Background: an optimization exercise with open tools, aiming at small area, a short achievable clock period and few clock cycles per item. Do not read the settings as production practice.
At most, simulation tests tie the RTL to the original design; equivalence was not proved.
Only the layout flow was run in runs 1 and 2; the RTL was not checked for function there.
Power and IR drop assume default switching activity.

==> design/flow/flow/run.sh <==
#!/bin/bash
# The standard layout, with two changes:
# - the smallest plain buffer as the port buffer (every port is still buffered; the
#   standard flow picks a delay cell, and the footprint-matched resizing keeps it);
# - no separate half/full adder extraction before ABC maps the logic (the same
#   synthesis otherwise, so the same registers with the same names and cells).
set -euo pipefail
export BUFFER_PORTS_ARGS="-buffer_cell sky130_fd_sc_hd__buf_1"
export ADDER_MAP_FILE=
bash standard.sh > standard.log 2>&1
==> design/flow/constraint.sdc <==
create_clock -name core_clock -period 7.5 [get_ports {clk}]
set_input_delay 1.5000 -clock core_clock [delete_from_list [all_inputs] [get_ports {clk}]]
set_output_delay 1.5000 -clock core_clock [all_outputs]
set_load 0.01 [all_outputs]
==> design/flow/standard.sh <==
#!/bin/bash
# synth_recipe.tcl (not shown) runs the flow's synth.tcl, then flattens the netlist and writes it again
# the make line also repeats each setting of config.mk as NAME=value (left out here)
make -C /OpenROAD-flow-scripts/flow DESIGN_CONFIG=/design/flow/config.mk WORK_HOME=/design/flow/orfs CLKGATE_MAP_FILE= SYNTH_SCRIPT=/design/flow/synth_recipe.tcl "${@:-finish}"
==> design/flow/design.v <==
package lrb_pkg;
    localparam int unsigned TIME_W = 32;
    localparam int unsigned MS_W = 31;
    localparam int unsigned CFG_IDX_W = 2;
    localparam logic [2:0] MODE_TICK = 3'd0;
    localparam logic [2:0] MODE_LINK_UP = 3'd1;
    localparam logic [2:0] MODE_LINK_DOWN = 3'd2;
    localparam logic [2:0] MODE_RECONNECT = 3'd3;
    localparam logic [2:0] MODE_START_FAILED = 3'd4;
    localparam logic [CFG_IDX_W-1:0] CFG_INITIAL_RETRY = 2'd0;
    localparam logic [CFG_IDX_W-1:0] CFG_MAX_RETRY = 2'd1;
    localparam logic [CFG_IDX_W-1:0] CFG_ATTEMPT_TIMEOUT = 2'd2;
    localparam logic [CFG_IDX_W-1:0] CFG_SETTLE = 2'd3;
    typedef struct packed {
        logic [4:0]        mode_oh;
        logic [TIME_W-1:0] now_ms;
        logic              link_up;
        logic              have_credentials;
        logic              scan_busy;
    } lrb_item_t;
    typedef struct packed {
        logic [MS_W-1:0] initial_retry_ms;
        logic [MS_W-1:0] max_retry_ms;
        logic [MS_W-1:0] attempt_timeout_ms;
        logic [MS_W-1:0] settle_ms;
    } lrb_cfg_t;
endpackage
module lrb_cfg_regs (
    input  logic                          clk,
    input  logic                          rst_n,
    input  logic                          wr_en,
    input  logic [lrb_pkg::CFG_IDX_W-1:0] wr_index,
    input  logic [lrb_pkg::MS_W-1:0]      wr_data,
    output lrb_pkg::lrb_cfg_t             cfg
);
    lrb_pkg::lrb_cfg_t cfg_reg;
    always_ff @(posedge clk or negedge rst_n)
    begin
        if (!rst_n)
        begin
            cfg_reg.initial_retry_ms <= lrb_pkg::MS_W'(1000);
            cfg_reg.max_retry_ms <= lrb_pkg::MS_W'(60000);
            cfg_reg.attempt_timeout_ms <= lrb_pkg::MS_W'(15000);
            cfg_reg.settle_ms <= lrb_pkg::MS_W'(500);
        end
        else if (wr_en)
        begin
            case (wr_index)
                lrb_pkg::CFG_INITIAL_RETRY: cfg_reg.initial_retry_ms <= wr_data;
                lrb_pkg::CFG_MAX_RETRY: cfg_reg.max_retry_ms <= wr_data;
                lrb_pkg::CFG_ATTEMPT_TIMEOUT: cfg_reg.attempt_timeout_ms <= wr_data;
                lrb_pkg::CFG_SETTLE: cfg_reg.settle_ms <= wr_data;
                default: cfg_reg <= cfg_reg;
            endcase
        end
    end
    assign cfg = cfg_reg;
endmodule
module lrb_step (
    input  logic [4:0]  mode_oh,
    input  logic [31:0] now,
    input  logic        link_up,
    input  logic        have_credentials,
    input  logic        scan_busy,
    input  logic        rr,
    input  logic        att,
    input  logic        rp,
    input  logic        wu,
    input  logic        ntv,
    input  logic [30:0] bo,
    input  logic [31:0] tm,
    input  logic [31:0] ep,
    input  lrb_pkg::lrb_cfg_t cfg,
    input  logic        settle_zero,
    output logic        rr_n,
    output logic        att_n,
    output logic        rp_n,
    output logic        wu_n,
    output logic        ntv_n,
    output logic [30:0] bo_n,
    output logic [31:0] tm_n,
    output logic [31:0] ep_n,
    output logic        conn,
    output logic        disc,
    output logic        nup,
    output logic        ndown
);
    function automatic logic carry_out(input logic [31:0] g, input logic [31:0] p, input logic cin);
        logic [31:0] gg;
        logic [31:0] pp;
        gg = g;
        pp = p;
        for (int d = 1; d < 32; d = d * 2)
        begin
            for (int i = 31; i >= d; i--)
            begin
                gg[i] = gg[i] | (pp[i] & gg[i - d]);
                pp[i] = pp[i] & pp[i - d];
            end
        end
        carry_out = gg[31] | (pp[31] & cin);
    endfunction
    logic        m_tick, m_up, m_down, m_recon, m_fail;
    logic [31:0] add_a;
    logic [30:0] add_b;
    logic [31:0] sum;
    logic [31:0] ntm;
    logic        c31;
    logic        no_wrap;
    logic        reached;
    logic [31:0] tmo_n;
    logic [31:0] csa_s;
    logic [31:0] csa_c;
    logic        csa_k;
    logic        timed_out;
    logic        late;
    logic [31:0] dbl;
    logic [30:0] bo_sched;
    logic        active;
    logic        t_ok, t_rr_go, t_rp, t_att, t_idle, d_s, f_s;
    logic        conn0, conn1, sched0, sched1, sched;
    logic        clr, tm_sum;
    assign {m_fail, m_recon, m_down, m_up, m_tick} = mode_oh;
    assign active = att || link_up;
    assign add_a = m_fail ? tm : now;
    assign add_b = (m_tick && rr) ? (active ? cfg.settle_ms : 31'd0) : bo;
    assign sum   = add_a + {1'b0, add_b};
    assign ntm     = ~tm;
    assign c31     = carry_out({1'b0, now[30:0] & ntm[30:0]}, {1'b1, now[30:0] | ntm[30:0]}, 1'b1);
    assign no_wrap = carry_out(now & ntm, now | ntm, 1'b1);
    assign reached = !(now[31] ^ ntm[31] ^ c31);
    assign tmo_n     = ~{1'b0, cfg.attempt_timeout_ms};
    assign csa_s     = now ^ ntm ^ tmo_n;
    assign csa_c     = (now & ntm) | (now & tmo_n) | (ntm & tmo_n);
    assign csa_k     = carry_out({csa_s[31:2] & csa_c[30:1], 2'b00},
                                 {csa_s[31:2] | csa_c[30:1], 2'b11},
                                 csa_s[1] | csa_c[0]);
    assign timed_out = (csa_c[31] && csa_k) || ((csa_c[31] ^ csa_k) && !no_wrap);
    assign dbl      = {bo, 1'b0};
    assign bo_sched = (dbl < {1'b0, cfg.max_retry_ms}) ? dbl[30:0] : cfg.max_retry_ms;
    assign t_ok    = m_tick && have_credentials && !link_up;
    assign t_rr_go = t_ok && rr && !scan_busy && (!att || settle_zero);
    assign t_rp    = t_ok && !rr && rp;
    assign t_att   = t_ok && !rr && !rp && att;
    assign t_idle  = t_ok && !rr && !rp && !att;
    assign d_s     = m_down && have_credentials && !rp;
    assign f_s     = m_fail && att;
    assign late    = t_att ? timed_out : reached;
    assign conn0  = t_rr_go || (t_idle && !ntv);
    assign conn1  = t_rr_go || (t_rp && !scan_busy) || t_idle;
    assign sched0 = f_s || (d_s && !ntv);
    assign sched1 = f_s || d_s || t_att;
    assign conn   = late ? conn1 : conn0;
    assign sched  = late ? sched1 : sched0;
    assign clr    = m_up || (m_tick && (rr || !have_credentials));
    assign tm_sum = m_tick && rr;
    assign rr_n  = m_recon || (rr && !m_tick);
    assign wu_n  = m_up || (wu && !m_down);
    assign ep_n  = (m_up || m_down) ? ep + 32'd1 : ep;
    assign att_n = conn || (att && !(m_up || m_down || m_fail || (m_tick && (rr || !have_credentials)) ||
                                     (t_att && timed_out)));
    assign rp_n  = (m_tick && rr && have_credentials && !t_rr_go) ||
                   (rp && !(m_up || (m_tick && !have_credentials) || conn));
    assign ntv_n = sched || (ntv && !clr && !conn);
    assign tm_n  = conn ? now : ((sched || tm_sum) ? sum : tm);
    assign bo_n  = (m_up || (m_tick && rr)) ? cfg.initial_retry_ms : (sched ? bo_sched : bo);
    assign disc  = (m_tick && rr && active) || (t_att && timed_out);
    assign nup   = m_up && !wu;
    assign ndown = m_down && wu;
endmodule
module link_reconnect_backoff_controller (
    input  logic                          clk,
    input  logic                          rst_n,
    input  logic                          cfg_wr_en,
    input  logic [lrb_pkg::CFG_IDX_W-1:0] cfg_index,
    input  logic [lrb_pkg::MS_W-1:0]      cfg_wr_data,
    input  logic                          items_valid,
    output logic                          items_ready,
    input  logic [2:0]                    items_mode,
    input  logic [lrb_pkg::TIME_W-1:0]    items_now_ms,
    input  logic                          items_link_up,
    input  logic                          items_have_credentials,
    input  logic                          items_scan_busy,
    output logic                          results_valid,
    input  logic                          results_ready,
    output logic                          results_cmd_connect,
    output logic                          results_cmd_disconnect,
    output logic                          results_notify_up,
    output logic                          results_notify_down,
    output logic                          results_attempt_active,
    output logic [lrb_pkg::TIME_W-1:0]    results_event_epoch,
    output logic [lrb_pkg::MS_W-1:0]      results_current_backoff_ms
);
    lrb_pkg::lrb_cfg_t  cfg;
    lrb_pkg::lrb_item_t s1_item_reg;
    logic        s1_valid_reg;
    logic        out_valid_reg;
    logic        advance;
    logic        settle_zero;
    logic        rr_reg, att_reg, rp_reg, wu_reg, ntv_reg;
    logic [30:0] bo_reg;
    logic [31:0] tm_reg;
    logic [31:0] ep_reg;
    logic        rr_n, att_n, rp_n, wu_n, ntv_n;
    logic [30:0] bo_n;
    logic [31:0] tm_n;
    logic [31:0] ep_n;
    logic        conn, disc, nup, ndown;
    logic [3:0]  cmd_reg;
    lrb_cfg_regs u_cfg (
        .clk      (clk),
        .rst_n    (rst_n),
        .wr_en    (cfg_wr_en),
        .wr_index (cfg_index),
        .wr_data  (cfg_wr_data),
        .cfg      (cfg)
    );
    assign settle_zero = (cfg.settle_ms == '0);
    lrb_step u_step (
        .mode_oh          (s1_item_reg.mode_oh),
        .now              (s1_item_reg.now_ms),
        .link_up          (s1_item_reg.link_up),
        .have_credentials (s1_item_reg.have_credentials),
        .scan_busy        (s1_item_reg.scan_busy),
        .rr               (rr_reg),
        .att              (att_reg),
        .rp               (rp_reg),
        .wu               (wu_reg),
        .ntv              (ntv_reg),
        .bo               (bo_reg),
        .tm               (tm_reg),
        .ep               (ep_reg),
        .cfg              (cfg),
        .settle_zero      (settle_zero),
        .rr_n             (rr_n),
        .att_n            (att_n),
        .rp_n             (rp_n),
        .wu_n             (wu_n),
        .ntv_n            (ntv_n),
        .bo_n             (bo_n),
        .tm_n             (tm_n),
        .ep_n             (ep_n),
        .conn             (conn),
        .disc             (disc),
        .nup              (nup),
        .ndown            (ndown)
    );
    assign advance = s1_valid_reg && (!out_valid_reg || results_ready);
    assign items_ready = !s1_valid_reg || advance;
    always_ff @(posedge clk)
    begin
        if (items_valid && items_ready)
        begin
            s1_item_reg.mode_oh <= {items_mode == lrb_pkg::MODE_START_FAILED,
                                    items_mode == lrb_pkg::MODE_RECONNECT,
                                    items_mode == lrb_pkg::MODE_LINK_DOWN,
                                    items_mode == lrb_pkg::MODE_LINK_UP,
                                    items_mode == lrb_pkg::MODE_TICK};
            s1_item_reg.now_ms <= items_now_ms;
            s1_item_reg.link_up <= items_link_up;
            s1_item_reg.have_credentials <= items_have_credentials;
            s1_item_reg.scan_busy <= items_scan_busy;
        end
        if (advance)
        begin
            cmd_reg <= {conn, disc, nup, ndown};
            tm_reg <= tm_n;
        end
    end
    always_ff @(posedge clk or negedge rst_n)
    begin
        if (!rst_n)
        begin
            s1_valid_reg <= 1'b0;
            out_valid_reg <= 1'b0;
            rr_reg <= 1'b1;
            att_reg <= 1'b0;
            rp_reg <= 1'b0;
            wu_reg <= 1'b0;
            ntv_reg <= 1'b0;
            bo_reg <= '0;
            ep_reg <= '0;
        end
        else
        begin
            if (items_ready)
            begin
                s1_valid_reg <= items_valid;
            end
            if (advance)
            begin
                out_valid_reg <= 1'b1;
                rr_reg <= rr_n;
                att_reg <= att_n;
                rp_reg <= rp_n;
                wu_reg <= wu_n;
                ntv_reg <= ntv_n;
                bo_reg <= bo_n;
                ep_reg <= ep_n;
            end
            else if (results_ready)
            begin
                out_valid_reg <= 1'b0;
            end
        end
    end
    assign results_valid = out_valid_reg;
    assign results_cmd_connect = cmd_reg[3];
    assign results_cmd_disconnect = cmd_reg[2];
    assign results_notify_up = cmd_reg[1];
    assign results_notify_down = cmd_reg[0];
    assign results_attempt_active = att_reg;
    assign results_event_epoch = ep_reg;
    assign results_current_backoff_ms = bo_reg;
endmodule
==> design/flow/config.mk <==
export PLATFORM = sky130hd
export DESIGN_NAME = link_reconnect_backoff_controller
export DESIGN_NICKNAME = link_reconnect_backoff_controller
export VERILOG_FILES = /design/flow/design.v
export SDC_FILE = /design/flow/constraint.sdc
export NUM_CORES = 4
export LEC_CHECK = 0
export CAP_MARGIN = 20
export CORE_MARGIN = 2
export CORE_UTILIZATION = 40
export SETUP_SLACK_MARGIN = 3
export SLEW_MARGIN = 20
==> impl_metrics.tcl, run 1 <==
set metrics [dict create \
    outcome "timing/DRC/antenna clean" \
    antenna_found_initial 1 \
    row_count 74 \
    clk_pin_slew_ns 0.06 \
    layout.core_utilization_pct 45.9 \
    grt_pass1_wl_um 71700 \
    synth_top_area_share_pct 25.5 \
    dpl.cell_count 2208 \
    critical_path.top_delay_family "compound AO/OA/AOI/OAI gates" \
    coreArea_mm2 0.0406 \
    largest_reg_flops 124 \
    crit_required_ns 7.77 \
    setup_slack_ns 3.12 \
    drive_gt1_share_pct 16.1 \
    path_max_fanout 32 \
    n_fill_cell 3762 \
    total_power_mw 6.19 \
    antenna_cells 0 \
    fmax_ghz 0.228 \
    cpPeakStageDelay_ns 0.81 \
    multiInputGateArea_mm2 0.00866 \
    chipWidth_um 206 \
    hold_buffers 0 \
    fin_cells 2272 \
    synth_area_per_cell_um2 10.4 \
    cpMaxStageDelayCell "dfstp_4" \
    setup_viol 0 \
    place.gp.congestion 0.878 \
    yosys.area.top_type "dfrtp_1" \
    root_buffer "clkbuf_16" \
    cp.arrival_ns 4.66 \
    synth.top_cells.by_area "dfrtp_1, edfxtp_1, mux2_2" \
    period_needed_ns 4.38 \
    insertion_delay_ns 0.55 \
    start_kind "flip-flop" \
    overflow 0 \
    holdCritPathClass "reg2reg" \
    grt_max_degree 69 \
    critPathMostFrequentCell "o21a_1" \
    vdd_drop_max_mv 0.172 \
    die_h_um 206 \
    netlist_area_mm2 0.0164 \
    cts_sinks 270 \
    drtIter0Drc 906 \
    cts_max_level 2 \
    synth_ff_type "dfrtp_1" \
    synth_cells 1579 \
    vias 12800 \
    cp-end-kind "flip-flop" \
    fin_tns_setup_ns 0 \
    worst_pin_slew_ns 0.999 \
    io_pins 146 \
    clk_path_buf_depth 3 \
    first_global_vias 12600 \
    io_buffers 145 \
    synth.distinct_cells 88 \
    rsz0062_at_grt "yes" \
    ys_ff_latch 270 \
    start_util_pct 40.3 \
    maxCapViolCount 0 \
    drtPass1Iterations 5 \
    final_cell_area_mm2 0.0187 \
    synth-edff-count 76 \
    wl_per_cell_um 20.4 \
    slew_headroom_pct 33.4 \
    syn-num-nets 1655 \
    syn2layout_area_growth_pct 13.9 \
    dpl-instance-area_mm2 0.0174 \
    hold_slack_ns 0.477 \
    drv_slew 0 \
    cts_tree "built" \
    p_per_area_mw_per_mm2 332 \
    drc 0 \
    ys_warn_count 3 \
    antenna_left 0 \
    hold_violations 0 \
    layout_worst_path_cycle_share_pct 58.5 \
    routed_wl_um 46300 \
    setup.worst_path.class "reg2reg" \
    p_leak_nw 7.23 \
    place_ws_ns 2.65 \
    numCtsBuffers 34 \
    fin_nets 1790 \
    worstPathCellList "and2_2 > a31oi_1 > maj3_1 > o21a_1 > maj3_1 > o32ai_1 > o21a_1 > o21a_1 > a21boi_2 > o21ai_2 > a211oi_1 > o31ai_1 > o311ai_1" \
    dp_hpwl_um 32900 \
    yosysSeqAreaShare_pct 43.8 \
    track_usage_pct 21.9 \
    clock_skew_ns 0.0200 \
    regArea_mm2 0.00718 \
    dieArea_mm2 0.0426 \
    cp_num_buf_inv 0 \
    synthArstFlopShare_pct 71.9 \
    routed_via_density 5.63 \
]
==> logic make-up (layout without fill, tap and decap cells) <==
kind of cell / count (synthesis) / after routing / share of synthesized area, %
buffers and inverters: 135 / 296 / 3.75
and+or+nand+nor: 378 / 378 / 11.2
muxes: 189 / 189 / 12.6
AOI/OAI and AO/OA: 385 / 385 / 16.3
DFF: 270 / 270 / 43.8
adders and majority gates: 60 / 60 / 3.73
xor gates and xnor gates: 162 / 162 / 8.66
==> worst paths after layout <==
kind / start / endpoint / slack, ns / cells past startpoint
min in group asynchronous: rst_n / u_cfg.cfg_reg[92] / 1.15 / 1
setup reg to reg: rr_reg / tm_reg[31] / 3.12 / 13
hold reg to reg: ep_reg[31] / ep_reg[31] / 0.48 / 1
setup / recovery: rr_reg / tm_reg[31] / 3.12 / 13
max in group asynchronous: rst_n / u_cfg.cfg_reg[66] / 4.91 / 2
hold / removal: ep_reg[31] / ep_reg[31] / 0.48 / 1
==> where the power goes <==
group / total, mW / internal [mW] / switching (mW)
clock network: 1.74 / 1.07 / 0.673
logic: 2.21 / 1.02 / 1.19
registers: 2.25 / 1.86 / 0.383
total: 6.19 / 3.95 / 2.25
==> per-layer routing <==
layer  track usage [%]  wire length [um]  vias up
li1                  -                 -     6050
met1              30.3             21300     6302
met2              34.1             20700      360
met3              4.60              3020       76
met4              7.09              1300        0
met5                 0                 0        -
==> Yosys cell counts, drive strengths merged (10+ instances only) <==
master,instances
a211oi,12
a21boi,22
a21oi,57
a22oi,28
a2bb2oi,23
and2,12
buf,40
clkbuf,23
dfrtp,167
dfstp,27
edfxtp,76
inv,72
maj3,60
mux2,143
mux2i,46
nand2,135
nand2b,26
nand3,19
nand4,12
nor2,85
nor2b,16
nor3,19
nor3b,10
o21ai,107
o221ai,15
o22ai,17
xnor2,118
xor2,44
==> what timing repair did <==
action / 4_1_cts / 5_1_grt
resized for setup: 4 / 12
setup buffers: 0 / 2
endpoints found under the setup margin: 24 / 53
endpoints found under the hold margin: 0 / 0
==> placed cells by master, fill, tap and decap left out, types with 14 or more instances in the layout <==
cell type    n
dfrtp_1    166
buf_1      144
mux2_2     135
nand2_1    134
xnor2_1    118
nor2_1      85
o21ai_0     77
edfxtp_1    76
inv_1       71
a21oi_1     55
maj3_1      51
mux2i_1     46
xor2_1      44
clkbuf_16   39
o21ai_1     29
a22oi_1     26
dfstp_2     26
nand2b_1    25
a2bb2oi_1   22
nand3_1     18
a21boi_0    18
nor3_1      17
o22ai_1     17
nor2b_1     16
buf_4       15
o221ai_1    14
==> layout make-up <==
cell class / instances / area share [%]
Inverter: 72 / 1.46
Timing Repair Buffer: 162 / 3.68
Clock buffer: 54 / 6.01
Clock inverter: 8 / 0.482
Tap cell: 532 / 3.56
Sequential cell: 270 / 38.4
Multi-Input combinational cell: 1174 / 46.4
==> run 2: changes to the inputs <==
==> design/flow/flow/run.sh (replaced) <==
#!/bin/bash
# The standard layout, with the smallest plain buffer as the port buffer (every port is
# still buffered; the standard flow picks a delay cell, and the footprint-matched resizing
# then keeps that footprint).
set -euo pipefail
export BUFFER_PORTS_ARGS="-buffer_cell sky130_fd_sc_hd__buf_1"
bash standard.sh > standard.log 2>&1
==> run 2 against run 1 <==
  * Critical path depth up 8
  * Critical path type unchanged
  * Sequential cell count unchanged
  * Area after synthesis up 0.45%
  * Still clean on timing, DRC and antenna
==> impl_metrics.tcl, run 2 <==
set metrics [dict create \
    cts_tree "built" \
    cp_num_buf_inv 4 \
    yosysMostFrequentCell "dfrtp_1" \
    numCtsBuffers 34 \
    synth.distinct_cells 74 \
    ys_ff_latch 270 \
    routed_via_density 5.42 \
    overflow 0 \
    synth_area_per_cell_um2 11.2 \
    root_buffer "clkbuf_16" \
    worst_pin_slew_ns 0.860 \
    p_per_area_mw_per_mm2 356 \
    antenna_found_initial 2 \
    routed_wl_um 43900 \
    rsz0062_at_grt "yes" \
    yosys.area.top_type "dfrtp_1" \
    synthMuxAreaShare_pct 15.2 \
    grt_max_degree 157 \
    synth_compound_area_share_pct 11.6 \
    first_global_vias 11700 \
    layout_worst_path_cycle_share_pct 61.7 \
    crit_required_ns 7.90 \
    total_power_mw 6.85 \
    ys_warn_count 3 \
    dp_hpwl_um 30900 \
    final_common_cell "dfrtp_1" \
    chipWidth_um 207 \
    wl_per_cell_um 20.0 \
    drtIter0Drc 795 \
    coreArea_mm2 0.0407 \
    setup_viol 0 \
    synth_ff_type "dfrtp_1" \
    netlist_area_mm2 0.0165 \
    synth.top_cells.by_area "dfrtp_1, edfxtp_1, ha_1" \
    ys_top_cells_by_count "dfrtp_1, ha_1, inv_1" \
    syn-num-nets 1699 \
    drc 0 \
    clk_pin_slew_ns 0.05 \
    synth_xor_area_share_pct 3.03 \
    vias 11900 \
    drive_gt1_share_pct 16.7 \
    place.gp.congestion 0.874 \
    insertion_delay_ns 0.54 \
    antenna_left 0 \
    synth_fa_ha_area_share_pct 13.6 \
    io_pins 146 \
    critical_path.top_delay_family "adder cells" \
    cpPeakStageDelay_ns 0.53 \
    period_needed_ns 4.63 \
    worstPathCellList "inv_2 > fa_1 > o31ai_2 > a31oi_1 > maj3_2 > maj3_2 > maj3_2 > o21ai_2 > a21oi_2 > o2111ai_1 > and3_1 > ha_1 > nor2b_4 > nand4_1 > o211ai_1 > nor3_2 > buf_4 > a21oi_4 > buf_6 > buf_16 > mux2_4" \
    hold_violations 0 \
    cp.depth 21 \
    r2r_cells 21 \
    cpMaxStageDelayCell "fa_1" \
    outcome "timing/DRC/antenna clean" \
    synth_top_area_share_pct 25.4 \
    start_kind "flip-flop" \
    io_buffers 145 \
    largest_reg_flops 124 \
    worst_hold_path.num_cells 2 \
    fmax_ghz 0.216 \
    cts_sinks 270 \
    drtPass1Iterations 7 \
    cp-end-kind "flip-flop" \
    synthArstFlopShare_pct 71.9 \
    track_usage_pct 20.9 \
    p_leak_nw 8.22 \
    start_util_pct 40.4 \
    cts_max_level 2 \
    yosysSeqAreaShare_pct 43.6 \
    dieArea_mm2 0.0428 \
    die_h_um 207 \
    path_max_fanout 8 \
    grt_pass1_wl_um 68000 \
    synth_cells 1467 \
    synthSimpleGateAreaFrac_pct 9.24 \
    fin_nets 1872 \
    final_cell_mix "dfrtp_1, buf_1, ha_1" \
    critPathMostFrequentCell "maj3_2" \
    syn2layout_area_growth_pct 16.9 \
    drv_slew 0 \
    synth_top_family_by_area "multiplexers" \
    row_count 74 \
    clk_path_buf_depth 3 \
    fin_tns_setup_ns 0 \
    cp.arrival_ns 5.03 \
    holdCritPathClass "reg2reg" \
    slew_headroom_pct 42.5 \
    clock_skew_ns 0.0228 \
    setup.worst_path.class "reg2reg" \
    vdd_drop_max_mv 0.222 \
    synth-edff-count 76 \
    maxCapViolCount 0 \
]
==> run 2: layer usage <==
metal  vias up  part of all wire [%]  global-route usage, %
met5         -                 0.030                      0
met4         2                   1.9                   5.90
met3        55                   6.5                   4.16
met2       307                    45                   32.2
met1      5893                    47                   29.8
li1       5656                     -                      -
==> run 2: area by class of cell <==
cell class,instances,area [um2]
Antenna cell,1,2.50
Clock buffer,50,1000
Clock inverter,9,174
Fill cell,3729,21500
Inverter,116,435
Multi-Input combinational cell,1042,8870
Sequential cell,270,7170
Tap cell,532,666
Timing Repair Buffer,176,918
==> run 2: metrics by stage <==
stage	hold WS, ns	utilization, %	cell area, um2	setup slack, ns	cells
4_1_cts	0.473	46.9	19100	2.90	2189
3_5_place_dp	0.466	43.3	17600	2.46	2113
2_1_floorplan	0.435	-	16500	3.06	1467
5_1_grt	0.505	47.2	19200	2.67	2196
6_report	0.471	47.2	19200	2.87	2196
3_3_place_gp	0.449	43.3	17600	2.61	2113
==> run 2: cell families after synthesis <==
group,after synthesis
multiplexers,219
AND/OR/NAND/NOR,312
flip-flops,270
XOR/XNOR,57
AO/OA/AOI/OAI,289
buffers and inverters,159
adder cells (fa/ha/maj),161
==> run 2: timing repair <==
| action | 4_1_cts | 5_1_grt |
|---|---|---|
| pin swaps | 24 | 13 |
| setup buffers | 10 | 6 |
| resized for setup | 32 | 16 |
| cloned | 7 | 0 |
| hold buffers | 0 | 0 |
| setup endpoints to repair | 71 | 67 |
==> run 2: worst min-delay path, delay by kind of cell (launching register included) <==
kind | cells | cell delay (ns)
AND/OR/NAND/NOR | 1 | 0.05
buffers and inverters | 1 | 0.05
flip-flops | 1 | 0.34
==> run 2: worst paths after layout <==
kind | startpoint | end | slack (ns)
max | s1_item_reg[20] | bo_reg[19] | 2.87
min | s1_valid_reg | out_valid_reg | 0.47
max reg2reg | s1_item_reg[20] | bo_reg[19] | 2.87
min reg2reg | s1_valid_reg | out_valid_reg | 0.47
max in group asynchronous | rst_n | u_cfg.cfg_reg[36] | 5.18
min in group asynchronous | rst_n | att_reg | 1.04
==> run 2: where the power goes <==
group          switching (mW)  internal (mW)  leakage [nW]  total, mW
sequential              0.394           1.91          3.03       2.30
combinational            1.48           1.33          4.61       2.82
clock                   0.631           1.10         0.577       1.73
==> run 3: changes to the inputs <==
--- a/design/flow/design.v
+++ b/design/flow/design.v
@@ -120,6 +120,8 @@
     logic        t_ok, t_rr_go, t_rp, t_att, t_idle, d_s, f_s;
     logic        conn0, conn1, sched0, sched1, sched;
     logic        clr, tm_sum;
+    logic [31:0] tm_if0, tm_if1;
+    logic [30:0] bo_if0, bo_if1;
     assign {m_fail, m_recon, m_down, m_up, m_tick} = mode_oh;
     assign active = att || link_up;
     assign add_a = m_fail ? tm : now;
@@ -162,8 +164,12 @@
     assign rp_n  = (m_tick && rr && have_credentials && !t_rr_go) ||
                    (rp && !(m_up || (m_tick && !have_credentials) || conn));
     assign ntv_n = sched || (ntv && !clr && !conn);
-    assign tm_n  = conn ? now : ((sched || tm_sum) ? sum : tm);
-    assign bo_n  = (m_up || (m_tick && rr)) ? cfg.initial_retry_ms : (sched ? bo_sched : bo);
+    assign tm_if0 = conn0 ? now : ((sched0 || tm_sum) ? sum : tm);
+    assign tm_if1 = conn1 ? now : ((sched1 || tm_sum) ? sum : tm);
+    assign bo_if0 = (m_up || (m_tick && rr)) ? cfg.initial_retry_ms : (sched0 ? bo_sched : bo);
+    assign bo_if1 = (m_up || (m_tick && rr)) ? cfg.initial_retry_ms : (sched1 ? bo_sched : bo);
+    assign tm_n   = late ? tm_if1 : tm_if0;
+    assign bo_n   = late ? bo_if1 : bo_if0;
     assign disc  = (m_tick && rr && active) || (t_att && timed_out);
     assign nup   = m_up && !wu;
     assign ndown = m_down && wu;
==> design/flow/flow/run.sh (replaced) <==
#!/bin/bash
# The standard layout, with two changes:
# - the smallest plain buffer as the port buffer (every port is still buffered; the
#   standard flow picks a delay cell, and the footprint-matched resizing keeps it);
# - no separate half/full adder extraction before ABC maps the logic (the same
#   synthesis otherwise, so the same registers with the same names and cells).
set -euo pipefail
export BUFFER_PORTS_ARGS="-buffer_cell sky130_fd_sc_hd__buf_1"
export ADDER_MAP_FILE=
bash standard.sh > standard.log 2>&1
==> run 3 against run 2 <==
  * Worst setup slack improved by 0.30 ns
  * Sequential cell count stayed put
  * Register-to-register slack gained 0.30 ns
  * Sequential share of layout area increased by 2.4 points
  * Critical path type unchanged
  * Critical endpoint is now tm_reg[31]
==> impl_metrics.tcl, run 3 <==
set metrics [dict create \
    critical_path.top_delay_family "compound AO/OA/AOI/OAI gates" \
    hold_slack_ns 0.478 \
    coreArea_mm2 0.0388 \
    cp.depth 13 \
    io_pins 146 \
    first_global_vias 11600 \
    clk_path_buf_depth 3 \
    insertion_delay_ns 0.59 \
    setup_viol 0 \
    place.gp.congestion 0.882 \
    routed_wl_um 42600 \
    slew_headroom_pct 34.0 \
    grt_max_degree 154 \
    drtPass1Iterations 7 \
    track_usage_pct 20.6 \
    drive_gt1_share_pct 15.9 \
    cpMaxStageDelayCell "dfstp_4" \
    synthArstFlopShare_pct 71.9 \
    hp-start "ep_reg[31]" \
    cts_max_level 1 \
    final_cell_mix "dfrtp_1, buf_1, mux2_2" \
    ys_warn_count 3 \
    synth.distinct_cells 82 \
    grtUsageMet2_pct 31.0 \
    min_to "ep_reg[31]" \
    layout_worst_path_cycle_share_pct 57.6 \
    p_per_area_mw_per_mm2 360 \
    holdCritPathClass "reg2reg" \
    place_ws_ns 2.61 \
    setup_slack_ns 3.18 \
    r2r-start "rr_reg" \
    p_leak_nw 6.97 \
    r2r_end "tm_reg[31]" \
    cp_num_buf_inv 0 \
    setup.worst_path.class "reg2reg" \
    antenna_left 0 \
    n_fill_cell 3605 \
    yosys.area.top_type "dfrtp_1" \
    r2r_cells 13 \
    synth-edff-count 76 \
    synth_area_per_cell_um2 10.6 \
    routed_via_density 5.54 \
    cts_sinks 270 \
    drc 0 \
    largest_reg_flops 124 \
    row_count 72 \
    chipWidth_um 203 \
    multiInputGateArea_mm2 0.00825 \
    grt_use_met1_pct 30.3 \
    final_common_cell "dfrtp_1" \
    clock_skew_ns 0.00959 \
    reg2reg_slack_ns 3.18 \
    start_util_pct 40.8 \
    synth_top_area_share_pct 26.4 \
    dieArea_mm2 0.0412 \
    netlist_area_mm2 0.0158 \
    antenna_found_initial 0 \
    io_buffers 145 \
    dpl.cell_count 2105 \
    drv_slew 0 \
    crit_required_ns 7.81 \
    grt_pass1_wl_um 67000 \
    synth_ff_type "dfrtp_1" \
    top_usage_layer "met2" \
    synth.top_cells.by_area "dfrtp_1, edfxtp_1, mux2_2" \
    synth_cells 1493 \
    root_buffer "clkbuf_16" \
    worstPathCellList "nand2_4 > a22oi_1 > xnor2_1 > or4_4 > nor4b_2 > a311oi_2 > a21oi_2 > o21ai_2 > a221oi_2 > o21ai_1 > a31oi_2 > mux2i_1 > o311ai_1" \
    fin_cells 2165 \
    path_max_fanout 30 \
    syn-num-nets 1569 \
    numCtsBuffers 31 \
    cp.arrival_ns 4.64 \
    ys_top_cells_by_count "dfrtp_1, mux2_2, xnor2_1" \
    regArea_mm2 0.00717 \
    dp_hpwl_um 30600 \
    worst_pin_slew_ns 0.990 \
    syn2layout_area_growth_pct 14.2 \
    yosysSeqAreaShare_pct 45.3 \
    drtIter0Drc 770 \
    ys_ff_latch 270 \
    clk_pin_slew_ns 0.06 \
    use_met3_pct 3.16 \
    die_h_um 203 \
    cpPeakStageDelay_ns 0.79 \
    yosysMostFrequentCell "dfrtp_1" \
    fmax_ghz 0.231 \
    vias 12000 \
    maxCapViolCount 0 \
    period_needed_ns 4.32 \
    fin_tns_setup_ns 0 \
    outcome "timing/DRC/antenna clean" \
    fin_nets 1697 \
    vdd_drop_max_mv 0.179 \
    overflow 0 \
    rsz0062_at_grt "yes" \
    cp-end-kind "flip-flop" \
    wl_per_cell_um 19.7 \
    worst_hold_path.num_cells 1 \
    start_kind "flip-flop" \
    hold_violations 0 \
    cts_tree "built" \
]
-- run 3: cell types whose count changed after synthesis, sizes merged, moves of 32 or more --
cell	delta
o21ai	+48
ha	-125
maj3	+52
xnor2	+73
inv	-56
a22oi	+43
mux2	-32
-- run 3: worst max-delay path by stage --
stage / from / endpoint / slack (ns)
2_1_floorplan: results_ready / ep_reg[31] / 3.30
3_3_place_gp: s1_item_reg[35] / tm_reg[31] / 2.82
3_5_place_dp: s1_item_reg[35] / tm_reg[31] / 2.61
4_1_cts: s1_item_reg[9] / bo_reg[24] / 3.05
5_1_grt: s1_item_reg[35] / tm_reg[31] / 2.93
6_report: rr_reg / tm_reg[31] / 3.18
-- run 3: per-stage QoR --
stage	power (mW)	instance area [um2]	util [%]
finish	6.52	18100	46.6
global route	6.94	18100	46.6
CTS	6.55	18100	46.5
detailed placement	4.85	16900	43.6
global placement	4.79	16900	43.6
floorplan	4.17	15800	-
-- run 3: layer usage --
metal | part of all wire, % | vias up
met3 | 4.2 | 82
met4 | 3.3 | 0
li1 | - | 5746
met1 | 49 | 5890
met5 | 0 | -
met2 | 44 | 281
-- run 3: layout make-up --
type | count | area share, %
Antenna cell | 1 | 0.0138
Clock buffer | 40 | 4.99
Clock inverter | 18 | 1.30
Inverter | 60 | 1.25
Multi-Input combinational cell | 1101 | 45.6
Sequential cell | 270 | 39.7
Tap cell | 518 | 3.58
Timing Repair Buffer | 157 | 3.60
-- run 3: power breakdown --
group / internal (mW) / total (mW) / leakage (nW) / switching (mW)
Combinational: 1.14 / 2.44 / 3.34 / 1.30
Clock: 1.02 / 1.68 / 0.563 / 0.654
Sequential: 1.92 / 2.40 / 3.07 / 0.479
Total: 4.08 / 6.52 / 6.97 / 2.43
-- run 3: logic make-up after synthesis --
kind of cell	after synthesis	synth area share, %
buffers and inverters	122	3.14
adder cells (fa/ha/maj)	57	3.61
flip-flops	270	45.3
XOR/XNOR	158	9.58
AO/OA/AOI/OAI	371	15.6
multiplexers	179	12.3
AND/OR/NAND/NOR	336	10.5
-- run 3: repair_timing --
action                                 CTS  global route
resized for setup                        4             3
setup buffers                            1             0
setup endpoints to repair                8            36
endpoints found under the hold margin    0             0
pin swaps                                0             0
hold buffers                             0             0
-- run 3: worst register-to-register path, cell delays in order, from the launching register on --
cell and delay (ns):
dfstp_4 0.79, nand2_4 0.23, a22oi_1 0.45, xnor2_1 0.20, or4_4 0.56, nor4b_2 0.28
a311oi_2 0.13, a21oi_2 0.24, o21ai_2 0.09, a221oi_2 0.35, o21ai_1 0.15, a31oi_2 0.28
mux2i_1 0.20, o311ai_1 0.11
Testbench counts of run 3, summed over its fixed seeds: cycles 12,016, items 12,000.
==> run 4: changes to the inputs <==
--- a/design/flow/config.mk
+++ b/design/flow/config.mk
@@ -8,5 +8,5 @@
 export CAP_MARGIN = 20
 export CORE_MARGIN = 2
 export CORE_UTILIZATION = 40
-export SETUP_SLACK_MARGIN = 3
+export SETUP_SLACK_MARGIN = 4
 export SLEW_MARGIN = 20
==> run 4 against run 3 <==
  * Design area up 12%
  * Still clean
  * Critical endpoint unchanged
  * Area after synthesis unchanged
  * Die area did not move
  * Non-clock buffer count increased by 119
==> impl_metrics.tcl, run 4 <==
set metrics [dict create \
    fmax_ghz 0.258 \
    drc 0 \
    ys_top_cells_by_count "dfrtp_1, mux2_2, xnor2_1" \
    final_cell_mix "dfrtp_1, buf_1, mux2_2" \
    start_kind "flip-flop" \
    cp_num_buf_inv 2 \
    synth-edff-count 76 \
    drtPass1Iterations 6 \
    place_ws_ns 2.73 \
    dp_hpwl_um 31200 \
    grt_max_degree 175 \
    worst_hold_path.num_cells 1 \
    clk_pin_slew_ns 0.06 \
    setup_viol 0 \
    wl_per_cell_um 21.2 \
    cts_max_level 2 \
    path_max_fanout 9 \
    layout_worst_path_cycle_share_pct 51.6 \
    clock_skew_ns 0.0201 \
    p_per_area_mw_per_mm2 365 \
    track_usage_pct 22.1 \
    netlist_area_mm2 0.0158 \
    coreArea_mm2 0.0388 \
    r2r-start "s1_item_reg[39]" \
    synth_cells 1493 \
    synth_ff_type "dfrtp_1" \
    critical_path.top_delay_family "compound AO/OA/AOI/OAI gates" \
    io_buffers 145 \
    crit_required_ns 7.77 \
    place.gp.congestion 0.881 \
    cpMaxStageDelayCell "or4_4" \
    synth.top_cells.by_area "dfrtp_1, edfxtp_1, mux2_2" \
    grt_pass1_wl_um 71300 \
    syn2layout_area_growth_pct 28.2 \
    routed_via_density 5.69 \
    ys_warn_count 3 \
    fin_nets 1826 \
    outcome "timing/DRC/antenna clean" \
    antenna_left 0 \
    synthArstFlopShare_pct 71.9 \
    vias 13100 \
    reg2reg_slack_ns 3.63 \
    maxCapViolCount 0 \
    antenna_found_initial 5 \
    swShare_pct 38.3 \
    yosysSeqAreaShare_pct 45.3 \
    seqPwrFrac_pct 32.6 \
    drtIter0Drc 948 \
    ys_ff_latch 270 \
    io_pins 146 \
    final_common_cell "dfrtp_1" \
    largest_reg_flops 124 \
    setup_slack_ns 3.63 \
    setup.worst_path.class "reg2reg" \
    cts_sinks 270 \
    clk_path_buf_depth 3 \
    fin_cells 2295 \
    dpl.cell_count 2104 \
    startpoint "s1_item_reg[39]" \
    root_buffer "clkbuf_16" \
    cp.arrival_ns 4.14 \
    row_count 72 \
    clockPowerShare_pct 23.2 \
    chipWidth_um 203 \
    insertion_delay_ns 0.54 \
    cts_tree "built" \
    cpPeakStageDelay_ns 0.59 \
    die_h_um 203 \
    synth.distinct_cells 82 \
    numCtsBuffers 34 \
    syn-num-nets 1569 \
    holdCritPathClass "reg2reg" \
    yosys.area.top_type "dfrtp_1" \
    synth_area_per_cell_um2 10.6 \
    hp-start "s1_item_reg[38]" \
    start_util_pct 40.8 \
    overflow 0 \
    routed_wl_um 48600 \
    synth_top_area_share_pct 26.4 \
    fin_tns_setup_ns 0 \
    cp-end-kind "flip-flop" \
    yosysMostFrequentCell "dfrtp_1" \
    p_comb_share_pct 44.2 \
    hold_violations 0 \
    internal-power_mw 4.57 \
    slew_headroom_pct 32.4 \
    drv_slew 0 \
    r2r_cells 14 \
    p_switching_mw 2.84 \
    cp.depth 14 \
    p_leak_nw 7.92 \
    vdd_drop_max_mv 0.146 \
    worst_pin_slew_ns 1.01 \
    period_needed_ns 3.87 \
    drive_gt1_share_pct 30.7 \
    dieArea_mm2 0.0412 \
    rsz0062_at_grt "yes" \
    first_global_vias 12300 \
    worstPathCellList "buf_6 > mux2_2 > xor2_1 > or4_4 > nor4b_4 > a311oi_4 > a21oi_2 > o21ai_2 > a221oi_2 > buf_4 > o31ai_4 > a31oi_4 > mux2i_1 > o311ai_1" \
]
==> run 4: cell types whose count changed in the layout (fill, tap and decap cells not counted), moves of 9 or more <==
| cell | previous run | this run |
|---|---|---|
| mux2i_1 | 48 | 39 |
| o21ai_1 | 5 | 28 |
| a22oi_2 | 1 | 32 |
| o21ai_2 | 1 | 20 |
| buf_6 | 0 | 12 |
| buf_4 | 11 | 106 |
| xnor2_1 | 108 | 91 |
| a22oi_1 | 48 | 17 |
| xnor2_2 | 0 | 16 |
| o21ai_0 | 104 | 59 |
| mux2i_2 | 0 | 9 |
==> run 4: through the flow <==
stage / power [mW] / util [%] / instance area [um2] / hold WS (ns)
global route: 7.81 / 52.3 / 20300 / 0.501
detailed placement: 4.88 / 43.9 / 17000 / 0.460
floorplan: 4.21 / - / 16000 / 0.451
global placement: 4.82 / 43.9 / 17000 / 0.451
finish: 7.40 / 52.3 / 20300 / 0.475
CTS: 6.92 / 49.5 / 19200 / 0.471
==> run 4: worst register-to-register path: stages (launching register included) <==
cell and delay [ns]:
edfxtp_1 0.45, buf_6 0.22, mux2_2 0.40, xor2_1 0.20, or4_4 0.59, nor4b_4 0.29
a311oi_4 0.09, a21oi_2 0.19, o21ai_2 0.09, a221oi_2 0.34, buf_4 0.18, o31ai_4 0.08
a31oi_4 0.19, mux2i_1 0.21, o311ai_1 0.11
==> run 4: cells by family (layout without fill, tap and decap cells) <==
group,count (synthesis),after routing,synth area share (%)
compound gates,371,372,15.6
xor+xnor,158,158,9.58
fa+ha+maj,57,57,3.61
buf+inv,122,398,3.14
flops,270,270,45.3
mux,179,179,12.3
other cells,0,1,0
simple gates,336,342,10.5
==> run 4: timing repair <==
| item | in CTS | in global routing |
|---|---|---|
| pin swaps | 46 | 64 |
| setup endpoints to repair | 101 | 100 |
| hold buffers | 0 | 0 |
| buffers inserted | 69 | 46 |
| gates resized for setup | 112 | 146 |
| cloned | 3 | 10 |
==> run 4: power by group through the flow <==
stage | Clock [mW] | Combinational, mW | Sequential, mW
after floorplan | 0 | 1.96 | 2.25
after global placement | 0 | 2.41 | 2.42
after detailed placement | 0 | 2.46 | 2.43
after CTS | 1.74 | 2.79 | 2.39
after global routing | 1.80 | 3.55 | 2.45
final | 1.72 | 3.27 | 2.41
==> run 4: layer usage <==
| layer | wire length (um) | vias to the layer above | GRT usage [%] |
|---|---|---|---|
| met5 | 24 | - | 0 |
| met1 | 21300 | 6532 | 30.6 |
| met4 | 1340 | 4 | 6.15 |
| li1 | - | 6038 | - |
| met2 | 23200 | 399 | 35.8 |
| met3 | 2730 | 96 | 3.68 |
==> run 4: path summary, 6_finish.rpt <==
kind                              end
max reg2reg                tm_reg[31]
min reg2reg                    rr_reg
max in group asynchronous     att_reg
min in group asynchronous   bo_reg[3]
min                            rr_reg
max                        tm_reg[31]
==> run 4: area by class of cell <==
class	count	area [um2]
clock inverter	9	119
inverter	60	228
sequential	270	7180
clock buffer	53	1060
tap	518	648
antenna	1	2.50
multi-input combinational	1108	9310
timing repair buffer	276	1760
fill	3399	18500
==> run 5: changes to the inputs <==
--- a/design/flow/config.mk
+++ b/design/flow/config.mk
@@ -8,5 +8,5 @@
 export CAP_MARGIN = 20
 export CORE_MARGIN = 2
 export CORE_UTILIZATION = 40
-export SETUP_SLACK_MARGIN = 4
+export SETUP_SLACK_MARGIN = 3.5
 export SLEW_MARGIN = 20
==> run 5 against run 4 <==
  * Largest power group unchanged
  * Sequential share of layout area up 3.1 points
  * Total power down 10%
  * Clock skew up 0.0070 ns
  * Via count down 5.0%
  * Clock-buffer cell count down 5
  * Clock power down 5%
  * Worst setup slack worse by 0.12 ns
  * Register-to-register slack worse by 0.12 ns
  * Synthesized cell count unchanged
  * Global-route usage down 1.2 points
  * Sequential power about the same
  * Sequential cell count unchanged
==> impl_metrics.tcl, run 5 <==
set metrics [dict create \
    final_common_cell "dfrtp_1" \
    netlist_area_mm2 0.0158 \
    drtIter0Drc 774 \
    die_h_um 203 \
    synth_cells 1493 \
    yosysSeqAreaShare_pct 45.3 \
    fmax_ghz 0.251 \
    first_global_vias 12000 \
    clock_skew_ns 0.0271 \
    chipWidth_um 203 \
    setup_viol 0 \
    drive_gt1_share_pct 19.6 \
    r2r_cells 13 \
    r2r_end "tm_reg[18]" \
    outcome "timing/DRC/antenna clean" \
    slew_headroom_pct 44.4 \
    start_util_pct 40.8 \
    worst_hold_path.num_cells 1 \
    yosysMostFrequentCell "dfrtp_1" \
    worst_pin_slew_ns 0.834 \
    place.gp.congestion 0.857 \
    ys_top_cells_by_count "dfrtp_1, mux2_2, xnor2_1" \
    dp_hpwl_um 30900 \
    drtPass1Iterations 5 \
    synth_area_per_cell_um2 10.6 \
    dieArea_mm2 0.0412 \
    syn-num-nets 1569 \
    io_buffers 145 \
    multiInputGateArea_mm2 0.00855 \
    top_usage_layer "met2" \
    routed_via_density 5.65 \
    final_cell_mix "dfrtp_1, buf_1, mux2_2" \
    yosys.area.top_type "dfrtp_1" \
    reg2reg_slack_ns 3.51 \
    antenna_left 0 \
    grt_pass1_wl_um 68400 \
    synth.top_cells.by_area "dfrtp_1, edfxtp_1, mux2_2" \
    largest_reg_flops 124 \
    root_buffer "clkbuf_16" \
    numCtsBuffers 31 \
    min_to "ep_reg[31]" \
    synth.distinct_cells 82 \
    grt_max_degree 153 \
    crit_required_ns 7.84 \
    start_kind "flip-flop" \
    setup.worst_path.class "reg2reg" \
    cts_sinks 270 \
    hold_slack_ns 0.473 \
    drc 0 \
    fin_tns_setup_ns 0 \
    clk_pin_slew_ns 0.07 \
    cp-end-kind "flip-flop" \
    cts_max_level 1 \
    setup_slack_ns 3.51 \
    antenna_found_initial 2 \
    wl_per_cell_um 20.4 \
    n_fill_cell 3527 \
    drv_slew 0 \
    synthArstFlopShare_pct 71.9 \
    clk_path_buf_depth 3 \
    routed_wl_um 44900 \
    track_usage_pct 20.9 \
    insertion_delay_ns 0.59 \
    vdd_drop_max_mv 0.194 \
    p_leak_nw 7.23 \
    cp.arrival_ns 4.33 \
    vias 12400 \
    place_ws_ns 2.59 \
    grtUsageMet2_pct 33.0 \
    rsz0062_at_grt "yes" \
    p_per_area_mw_per_mm2 355 \
    antenna_cells 0 \
    row_count 72 \
    layout_worst_path_cycle_share_pct 53.2 \
    synth_ff_type "dfrtp_1" \
    hp-start "ep_reg[31]" \
    synth-edff-count 76 \
    cts_tree "built" \
    r2r-start "rr_reg" \
    period_needed_ns 3.99 \
    synth_top_area_share_pct 26.4 \
    maxCapViolCount 0 \
    fin_nets 1731 \
    hold_violations 0 \
    holdCritPathClass "reg2reg" \
    io_pins 146 \
    ys_ff_latch 270 \
    syn2layout_area_growth_pct 18.0 \
    overflow 0 \
    use_met3_pct 2.91 \
    path_max_fanout 8 \
    coreArea_mm2 0.0388 \
    grt_use_met1_pct 30.4 \
    regArea_mm2 0.00718 \
    ys_warn_count 3 \
]
==> run 5: cell counts after synthesis <==
Identical to the previous run, type by type.
==> run 5: repair_timing <==
| action | 4_1_cts | 5_1_grt |
|---|---|---|
| hold buffers | 0 | 0 |
| pin swaps | 1 | 20 |
| setup endpoints to repair | 79 | 79 |
| gates resized for setup | 15 | 62 |
| gates cloned | 0 | 4 |
| buffers inserted | 7 | 25 |
==> run 5: how the worst max path moves through the flow <==
stage                         start  cells after the start  slack, ns          to
finish                       rr_reg                     13       3.51  tm_reg[18]
global placement    s1_item_reg[35]                     13       2.80  tm_reg[31]
detailed placement  s1_item_reg[35]                     13       2.59  tm_reg[31]
global route                 rr_reg                     13       3.42  tm_reg[18]
floorplan             results_ready                     13       3.52  ep_reg[31]
CTS                         att_reg                     13       3.37  tm_reg[31]
==> run 5: metrics by stage <==
step	utilization, %	instance area (um2)	cells	power (mW)
final	48.1	18700	2198	6.64
after global routing	48.1	18700	2198	7.06
after CTS	46.7	18100	2169	6.51
after detailed placement	43.6	16900	2104	4.84
after global placement	43.6	16900	2104	4.78
after floorplan	-	15900	1493	4.17
==> run 5: critical path, stage by stage (launching register included) <==
cell	delay, ns
dfstp_4	0.65
buf_6	0.14
a21oi_1	0.08
a211o_1	0.30
maj3_1	0.38
o31ai_2	0.34
a31o_4	0.17
a21oi_1	0.12
o21a_1	0.22
maj3_2	0.34
o211a_1	0.28
xor2_2	0.17
xnor2_1	0.13
o311ai_0	0.42
==> run 5: routing by layer <==
layer | vias to the layer above | share of wire, % | wire length, um
li1 | 5817 | - | -
met1 | 6203 | 47 | 21100
met2 | 336 | 46 | 20500
met3 | 57 | 5.3 | 2380
met4 | 0 | 1.8 | 824
met5 | - | 0 | 0
==> run 5: logic make-up (layout without fill, tap and decap cells) <==
logic type | Yosys count | after routing | share of synthesized area, %
compound gates | 371 | 371 | 15.6
simple gates | 336 | 338 | 10.5
flops | 270 | 270 | 45.3
mux | 179 | 179 | 12.3
xor+xnor | 158 | 158 | 9.58
buf+inv | 122 | 307 | 3.14
fa+ha+maj | 57 | 57 | 3.61
==> run 5: layout make-up <==
cell class	count	area share (%)
clock inverters	10	0.743
inverters	60	1.21
clock buffers	48	5.16
repair buffers	189	5.29
flip-flops and latches	270	38.4
multi-input cells	1103	45.7
well taps	518	3.47
==> run 5: report_power, final <==
| group | switching, mW | internal, mW | leakage (nW) |
|---|---|---|---|
| sequential | 0.475 | 1.92 | 3.07 |
| clock | 0.638 | 0.988 | 0.538 |
| combinational | 1.38 | 1.23 | 3.63 |
| total | 2.49 | 4.15 | 7.23 |
==> run 6: changes to the inputs <==
--- a/design/flow/config.mk
+++ b/design/flow/config.mk
@@ -7,6 +7,7 @@
 export LEC_CHECK = 0
 export CAP_MARGIN = 20
 export CORE_MARGIN = 2
-export CORE_UTILIZATION = 40
+export CORE_UTILIZATION = 65
+export PLACE_DENSITY = 0.75
 export SETUP_SLACK_MARGIN = 3.5
 export SLEW_MARGIN = 20
==> run 6 against run 5 <==
  * Still clean
  * Combinational power hardly changed
  * Highest routed layer unchanged
  * Sequential power barely moved
  * Largest cell class unchanged
  * Worst setup slack better by 0.015 ns
  * Routed wire length is 7.8% lower
==> impl_metrics.tcl, run 6 <==
set metrics [dict create \
    cp-end-kind "flip-flop" \
    cp.arrival_ns 4.28 \
    hold_violations 0 \
    setup_viol 0 \
    synth_ff_type "dfrtp_1" \
    critical_path.top_delay_family "compound AO/OA/AOI/OAI gates" \
    period_needed_ns 3.97 \
    r2r_cells 15 \
    wl_per_cell_um 20.6 \
    routed_via_density 6.26 \
    synth.distinct_cells 82 \
    cts_tree "built" \
    root_buffer "clkbuf_16" \
    route.met2.wl_um 18200 \
    dieArea_mm2 0.0256 \
    synth_xor_area_share_pct 9.58 \
    grt_max_degree 68 \
    antenna_found_initial 0 \
    holdCritPathClass "reg2reg" \
    grt_pass1_wl_um 65000 \
    cts_max_level 1 \
    slew_headroom_pct 49.6 \
    syn-num-nets 1569 \
    clk_path_buf_depth 3 \
    synthArstFlopShare_pct 71.9 \
    synth_top_area_share_pct 26.4 \
    syn2layout_area_growth_pct 15.7 \
    final_cell_mix "dfrtp_1, buf_1, mux2_2" \
    antenna_cells 0 \
    synth.top_cells.by_area "dfrtp_1, edfxtp_1, mux2_2" \
    ys_warn_count 3 \
    largest_reg_flops 124 \
    fmax_ghz 0.252 \
    hp-start "ep_reg[31]" \
    place.gp.congestion 0.895 \
    chipWidth_um 160 \
    clk_pin_slew_ns 0.06 \
    drtIter0Drc 1322 \
    fin_tns_setup_ns 0 \
    synthSimpleGateAreaFrac_pct 10.5 \
    synth_cells 1493 \
    start_util_pct 65.7 \
    vdd_drop_max_mv 0.233 \
    die_h_um 160 \
    drtPass1Iterations 6 \
    reg2reg_slack_ns 3.53 \
    cpPeakStageDelay_ns 0.68 \
    p_leak_nw 7.20 \
    worst_pin_slew_ns 0.755 \
    synthMuxAreaShare_pct 12.3 \
    synth_fa_ha_area_share_pct 3.61 \
    clock_skew_ns 0.0166 \
    final_common_cell "dfrtp_1" \
    p_per_area_mw_per_mm2 360 \
    io_pins 146 \
    cpMaxStageDelayCell "dfstp_4" \
    crit_required_ns 7.81 \
    insertion_delay_ns 0.58 \
    wl_met1_um 18800 \
    fin_cells 2005 \
    drc 0 \
    synth_area_per_cell_um2 10.6 \
    track_usage_pct 31.7 \
    ys_ff_latch 270 \
    ys_top_cells_by_count "dfrtp_1, mux2_2, xnor2_1" \
    row_count 57 \
    cp_num_buf_inv 2 \
    met3RoutedLength_um 3270 \
    yosys.area.top_type "dfrtp_1" \
    fin_nets 1734 \
    start_kind "flip-flop" \
    io_buffers 145 \
    path_max_fanout 6 \
    setup.worst_path.class "reg2reg" \
    first_global_vias 12100 \
    antenna_left 0 \
    netlist_area_mm2 0.0158 \
    dp_hpwl_um 28300 \
    drv_slew 0 \
    r2r_end "tm_reg[31]" \
    cts_sinks 270 \
    coreArea_mm2 0.0241 \
    routed_wl_um 41300 \
    yosysMostFrequentCell "dfrtp_1" \
    overflow 0 \
    synth_top_family_by_area "compound AO/OA/AOI/OAI gates" \
    vias 12500 \
    min_to "ep_reg[31]" \
    maxCapViolCount 0 \
    worstPathCellList "buf_6 > o211a_4 > buf_4 > a22oi_1 > maj3_2 > o31ai_2 > a31o_2 > a311oi_2 > a21oi_2 > o21ai_2 > a221oi_2 > o21ai_1 > a31oi_2 > mux2i_1 > o311ai_1" \
    r2r-start "rr_reg" \
    worst_hold_path.num_cells 1 \
    drive_gt1_share_pct 19.5 \
    layout_worst_path_cycle_share_pct 53.0 \
    synth_compound_area_share_pct 15.6 \
    synth-edff-count 76 \
    outcome "timing/DRC/antenna clean" \
    numCtsBuffers 29 \
    dpl.cell_count 1913 \
    rsz0062_at_grt "yes" \
    top_layer_used "met4" \
    yosysSeqAreaShare_pct 45.3 \
]
-- run 6: cell counts after synthesis --
No cell type changed its count.
-- run 6: layout make-up --
class                           instances  area, um2
Clock inverter                         20        218
Clock buffer                           34        830
Fill cell                            1680       5780
Multi-Input combinational cell       1103       8480
Timing Repair Buffer                  194        993
Inverter                               60        225
Tap cell                              324        405
Sequential cell                       270       7180
-- run 6: repair_timing --
action                                 CTS  global route
resized for setup                       22            33
endpoints found under the hold margin    0             0
setup buffers                           21            15
pin swaps                                9            16
gates cloned                             1             1
setup endpoints to repair               76            52
hold buffers                             0             0
-- run 6: logic make-up after synthesis --
kind of cell | after synthesis
multiplexers | 179
flip-flops | 270
AO/OA/AOI/OAI | 371
buffers and inverters | 122
XOR/XNOR | 158
AND/OR/NAND/NOR | 336
adder cells (fa/ha/maj) | 57
-- run 6: per-layer routing --
layer,vias up,track usage (%)
met4,0,7.94
met2,511,48.3
met5,-,0
met1,6149,47.7
li1,5806,-
met3,79,5.32
-- run 6: worst reg2reg max path: cells and delay by family (launching register included) --
family | cells | cell delay [ns]
AO/OA/AOI/OAI | 11 | 2.17
flip-flops | 1 | 0.68
multiplexers | 1 | 0.21
buffers and inverters | 2 | 0.29
adder cells (fa/ha/maj) | 1 | 0.36
-- run 6: stage by stage --
| stage | power [mW] | instance area [um2] | setup slack, ns | util [%] | hold slack (ns) |
|---|---|---|---|---|---|
| floorplan | 4.17 | 15900 | 3.52 | - | 0.451 |
| global placement | 4.73 | 16700 | 2.82 | 69.3 | 0.458 |
| detailed placement | 4.80 | 16700 | 2.74 | 69.3 | 0.465 |
| CTS | 6.47 | 18100 | 3.43 | 75.0 | 0.483 |
| global route | 6.96 | 18300 | 3.36 | 76.0 | 0.491 |
| finish | 6.59 | 18300 | 3.53 | 76.0 | 0.482 |
-- run 6: worst max-delay path by stage --
| stage | cells after the start | to | from |
|---|---|---|---|
| 6_report | 15 | tm_reg[31] | rr_reg |
| 5_1_grt | 16 | tm_reg[31] | rr_reg |
| 4_1_cts | 13 | tm_reg[18] | rr_reg |
| 3_5_place_dp | 13 | tm_reg[31] | s1_item_reg[35] |
| 3_3_place_gp | 13 | tm_reg[31] | s1_item_reg[35] |
| 2_1_floorplan | 13 | ep_reg[31] | results_ready |
-- run 6: report_power, final --
group	internal (mW)	switching, mW
Combinational	1.24	1.39
Clock	0.932	0.620
Sequential	1.92	0.481
Total	4.10	2.49
==> run 7: changes to the inputs <==
--- a/design/flow/design.v
+++ b/design/flow/design.v
@@ -203,7 +203,7 @@
     logic        out_valid_reg;
     logic        advance;
     logic        settle_zero;
-    logic        rr_reg, att_reg, rp_reg, wu_reg, ntv_reg;
+    logic        no_rr_reg, att_reg, rp_reg, wu_reg, ntv_reg;
     logic [30:0] bo_reg;
     logic [31:0] tm_reg;
     logic [31:0] ep_reg;
@@ -228,7 +228,7 @@
         .link_up          (s1_item_reg.link_up),
         .have_credentials (s1_item_reg.have_credentials),
         .scan_busy        (s1_item_reg.scan_busy),
-        .rr               (rr_reg),
+        .rr               (!no_rr_reg),
         .att              (att_reg),
         .rp               (rp_reg),
         .wu               (wu_reg),
@@ -279,7 +279,7 @@
         begin
             s1_valid_reg <= 1'b0;
             out_valid_reg <= 1'b0;
-            rr_reg <= 1'b1;
+            no_rr_reg <= 1'b0;
             att_reg <= 1'b0;
             rp_reg <= 1'b0;
             wu_reg <= 1'b0;
@@ -296,7 +296,7 @@
             if (advance)
             begin
                 out_valid_reg <= 1'b1;
-                rr_reg <= rr_n;
+                no_rr_reg <= !rr_n;
                 att_reg <= att_n;
                 rp_reg <= rp_n;
                 wu_reg <= wu_n;
--- a/design/flow/config.mk
+++ b/design/flow/config.mk
@@ -7,7 +7,8 @@
 export LEC_CHECK = 0
 export CAP_MARGIN = 20
 export CORE_MARGIN = 2
-export CORE_UTILIZATION = 65
-export PLACE_DENSITY = 0.75
+export CORE_UTILIZATION = 40
+export CTS_BUF_LIST = sky130_fd_sc_hd__clkbuf_4
+export CTS_CLUSTER_SIZE = 20
 export SETUP_SLACK_MARGIN = 3.5
 export SLEW_MARGIN = 20
==> run 7 against run 6 <==
  * Via count rose by 1.1%
  * Hold slack got worse by 0.0027 ns
  * Design area rose by 2.5%
  * Maximum frequency rose by 0.67%
  * Routed wire length rose by 7.8%
==> impl_metrics.tcl, run 7 <==
set metrics [dict create \
    outcome "timing/DRC/antenna clean" \
    worstPathCellList "nor2b_4 > buf_6 > buf_12 > and2_4 > a22o_1 > o22a_1 > a211oi_4 > a211oi_4 > o31ai_4 > a21oi_2 > o41ai_4 > a21oi_2 > maj3_2 > a311o_1 > a31oi_1" \
    cpMaxStageDelayCell "o41ai_4" \
    worst_pin_slew_ns 0.887 \
    largest_reg_flops 124 \
    antenna_found_initial 1 \
    cp.arrival_ns 4.51 \
    coreArea_mm2 0.0396 \
    cp-end-kind "flip-flop" \
    hold_violations 0 \
    dp_hpwl_um 31600 \
    layout_worst_path_cycle_share_pct 52.6 \
    routed_via_density 5.42 \
    synth.top_cells.by_area "dfrtp_1, edfxtp_1, mux2_2" \
    p_leak_nw 7.33 \
    cpPeakStageDelay_ns 0.43 \
    layout.core_utilization_pct 47.4 \
    drc 0 \
    root_buffer "clkbuf_4" \
    place.gp.congestion 0.890 \
    synthArstFlopShare_pct 71.9 \
    setup_slack_ns 3.56 \
    drtPass1Iterations 9 \
    n_fill_cell 3776 \
    setup_viol 0 \
    syn-num-nets 1625 \
    track_usage_pct 21.4 \
    synth.distinct_cells 77 \
    grt_pass1_wl_um 69400 \
    ys_top_cells_by_count "dfrtp_1, nor2_1, mux2_2" \
    rsz0062_at_grt "yes" \
    p_per_area_mw_per_mm2 369 \
    final_common_cell "dfrtp_1" \
    synth-edff-count 76 \
    cts_max_level 3 \
    vias 12700 \
    die_h_um 204 \
    row_count 73 \
    dieArea_mm2 0.0416 \
    drive_gt1_share_pct 23.1 \
    start_util_pct 40.4 \
    fin_nets 1831 \
    synth_ff_type "dfrtp_1" \
    p_comb_share_pct 43.9 \
    antenna_left 0 \
    chipWidth_um 204 \
    clk_path_buf_depth 3 \
    holdCritPathClass "reg2reg" \
    ys_warn_count 3 \
    cts_tree "built" \
    numCtsBuffers 77 \
    setup.worst_path.class "reg2reg" \
    maxCapViolCount 0 \
    wl_per_cell_um 19.0 \
    swShare_pct 40.0 \
    syn2layout_area_growth_pct 17.4 \
    routed_wl_um 44600 \
    fin_tns_setup_ns 0 \
    synth_top_area_share_pct 26.3 \
    clockPowerShare_pct 21.0 \
    place_ws_ns 2.63 \
    ys_ff_latch 270 \
    overflow 0 \
    insertion_delay_ns 0.74 \
    hold_buffers 0 \
    seqPwrFrac_pct 35.1 \
    hold_slack_ns 0.479 \
    period_needed_ns 3.94 \
    drtIter0Drc 795 \
    start_kind "flip-flop" \
    p_switching_mw 2.77 \
    fmax_ghz 0.253 \
    vdd_drop_max_mv 0.129 \
    synth_area_per_cell_um2 10.3 \
    slew_headroom_pct 40.9 \
    first_global_vias 12500 \
    io_pins 146 \
    io_buffers 145 \
    drv_slew 0 \
    yosys.area.top_type "dfrtp_1" \
    path_max_fanout 8 \
    internal-power_mw 4.15 \
    yosysSeqAreaShare_pct 44.8 \
    synth_cells 1549 \
    cts_sinks 270 \
    clk_pin_slew_ns 0.07 \
    netlist_area_mm2 0.0160 \
    crit_required_ns 8.07 \
    yosysMostFrequentCell "dfrtp_1" \
    final_cell_mix "dfrtp_1, buf_1, nor2_1" \
    grt_max_degree 160 \
    clock_skew_ns 0.0691 \
]
## run 7: cell types whose count changed in the layout (fill, tap and decap cells not counted), moves of 13 or more
cell	before	now
a311oi_1	2	28
xnor2_1	105	121
inv_1	59	73
a21oi_1	60	77
clkbuf_4	1	121
a22oi_1	43	13
clkbuf_16	33	0
nor2_1	76	141
o21ai_0	102	69
o21a_1	7	20
## run 7: area by class of cell
class                      instances  area [um2]  share of cell area [%]
clock buffer                     120         901                    4.80
tap                              525         657                    3.50
timing repair buffer             193         985                    5.24
antenna                            2        5.00                  0.0266
clock inverter                    20         143                   0.759
inverter                          74         278                    1.48
sequential                       270        7180                    38.2
multi-input combinational       1139        8640                    46.0
## run 7: layer usage
layer	vias up	track usage, %	part of all wire (%)
met4	0	7.48	2.2
met1	6184	30.0	47
li1	6061	-	-
met5	-	0	0
met3	69	4.61	6.5
met2	375	32.5	45
## run 7: path summary, 6_finish.rpt
kind,startpoint,endpoint,slack [ns],cells after the start
min in group asynchronous,rst_n,u_cfg.cfg_reg[46],0.79,1
hold / removal,ep_reg[31],ep_reg[31],0.48,1
hold reg to reg,ep_reg[31],ep_reg[31],0.48,1
max in group asynchronous,rst_n,att_reg,5.44,2
setup / recovery,s1_item_reg[35],tm_reg[31],3.56,15
setup reg to reg,s1_item_reg[35],tm_reg[31],3.56,15
## run 7: through the flow
| step | power [mW] | instance area, um2 | instances |
|---|---|---|---|
| 3_3_place_gp | 5.18 | 17100 | 2170 |
| 3_5_place_dp | 5.25 | 17100 | 2170 |
| 4_1_cts | 6.82 | 18400 | 2321 |
| 6_report | 6.92 | 18800 | 2343 |
| 2_1_floorplan | 4.51 | 16000 | 1549 |
| 5_1_grt | 7.42 | 18800 | 2343 |
## run 7: power groups by stage
stage               Clock, mW  Sequential [mW]  Combinational (mW)
floorplan                   0             2.28                2.23
global placement            0             2.43                2.75
detailed placement          0             2.45                2.81
CTS                      1.51             2.42                2.89
global route             1.59             2.49                3.35
finish                   1.46             2.43                3.04
## run 7: kinds of logic (layout without fill, tap and decap cells)
kind of cell	after synthesis	after routing	synth area share [%]
AO/OA/AOI/OAI	334	334	14.2
multiplexers	204	204	13.9
flip-flops	270	270	44.8
adder cells (fa/ha/maj)	56	56	3.52
buffers and inverters	140	407	3.50
other	0	2	0
XOR/XNOR	170	170	9.31
AND/OR/NAND/NOR	375	375	10.8
## run 7: timing repair
item,4_1_cts,5_1_grt
setup endpoints to repair,81,73
buffers inserted,11,20
hold endpoints to repair,0,0
resized for setup,25,49
pin swaps,2,16
## run 7: worst max-delay path, delay by kind of cell (launching register included)
family | cells | cell delay (ns)
AOI/OAI and AO/OA | 10 | 2.45
buffers and inverters | 2 | 0.25
adders and majority gates | 1 | 0.32
and+or+nand+nor | 2 | 0.35
DFF | 1 | 0.41
Testbench counts of run 7, summed over its fixed seeds: cycles 12,016, items 12,000.

static timing again, ports no longer ideal:
No port has a modelled driver above. Below, the same layouts with a new extraction and two added sets of constraints. Step 1 (the two cells are an assumption about what drives the block):
set clk [get_ports {clk}]
set_driving_cell -lib_cell sky130_fd_sc_hd__clkbuf_16 $clk
set_driving_cell -lib_cell sky130_fd_sc_hd__buf_2 [delete_from_list [all_inputs] $clk]
Step 2 also shifts input and output timing later by t, the mid clock arrival at the registers, as if the neighbouring blocks saw the same clock. a / b / c = no drivers / after step 1 / after step 2; a / b = the first two.
run | t (ns) | setup WS [ns] | worst hold slack (ns) | pins driven straight from the clock port
run 1 | 0.596 | 3.116 / 3.116 / 2.698 | 0.477 / 0.477 / 0.477 | 1
run 2 | 0.580 | 2.872 / 2.872 / 2.872 | 0.471 / 0.471 / 0.471 | 1
run 3 | 0.636 | 3.177 / 3.177 / 2.869 | 0.478 / 0.478 / 0.478 | 1
run 4 | 0.587 | 3.629 / 3.629 / 3.545 | 0.475 / 0.475 / 0.475 | 1
run 5 | 0.623 | 3.514 / 3.514 / 3.205 | 0.473 / 0.473 / 0.473 | 1
run 6 | 0.622 | 3.529 / 3.529 / 3.171 | 0.482 / 0.482 / 0.482 | 1
run 7 | 0.762 | 3.555 / 3.555 / 3.057 | 0.479 / 0.479 / 0.479 | 1
After both steps every run listed still meets setup and hold. The setup slack of run 7, which loses most, moves by 0.000 ns with the drivers and by -0.498 ns with both steps.
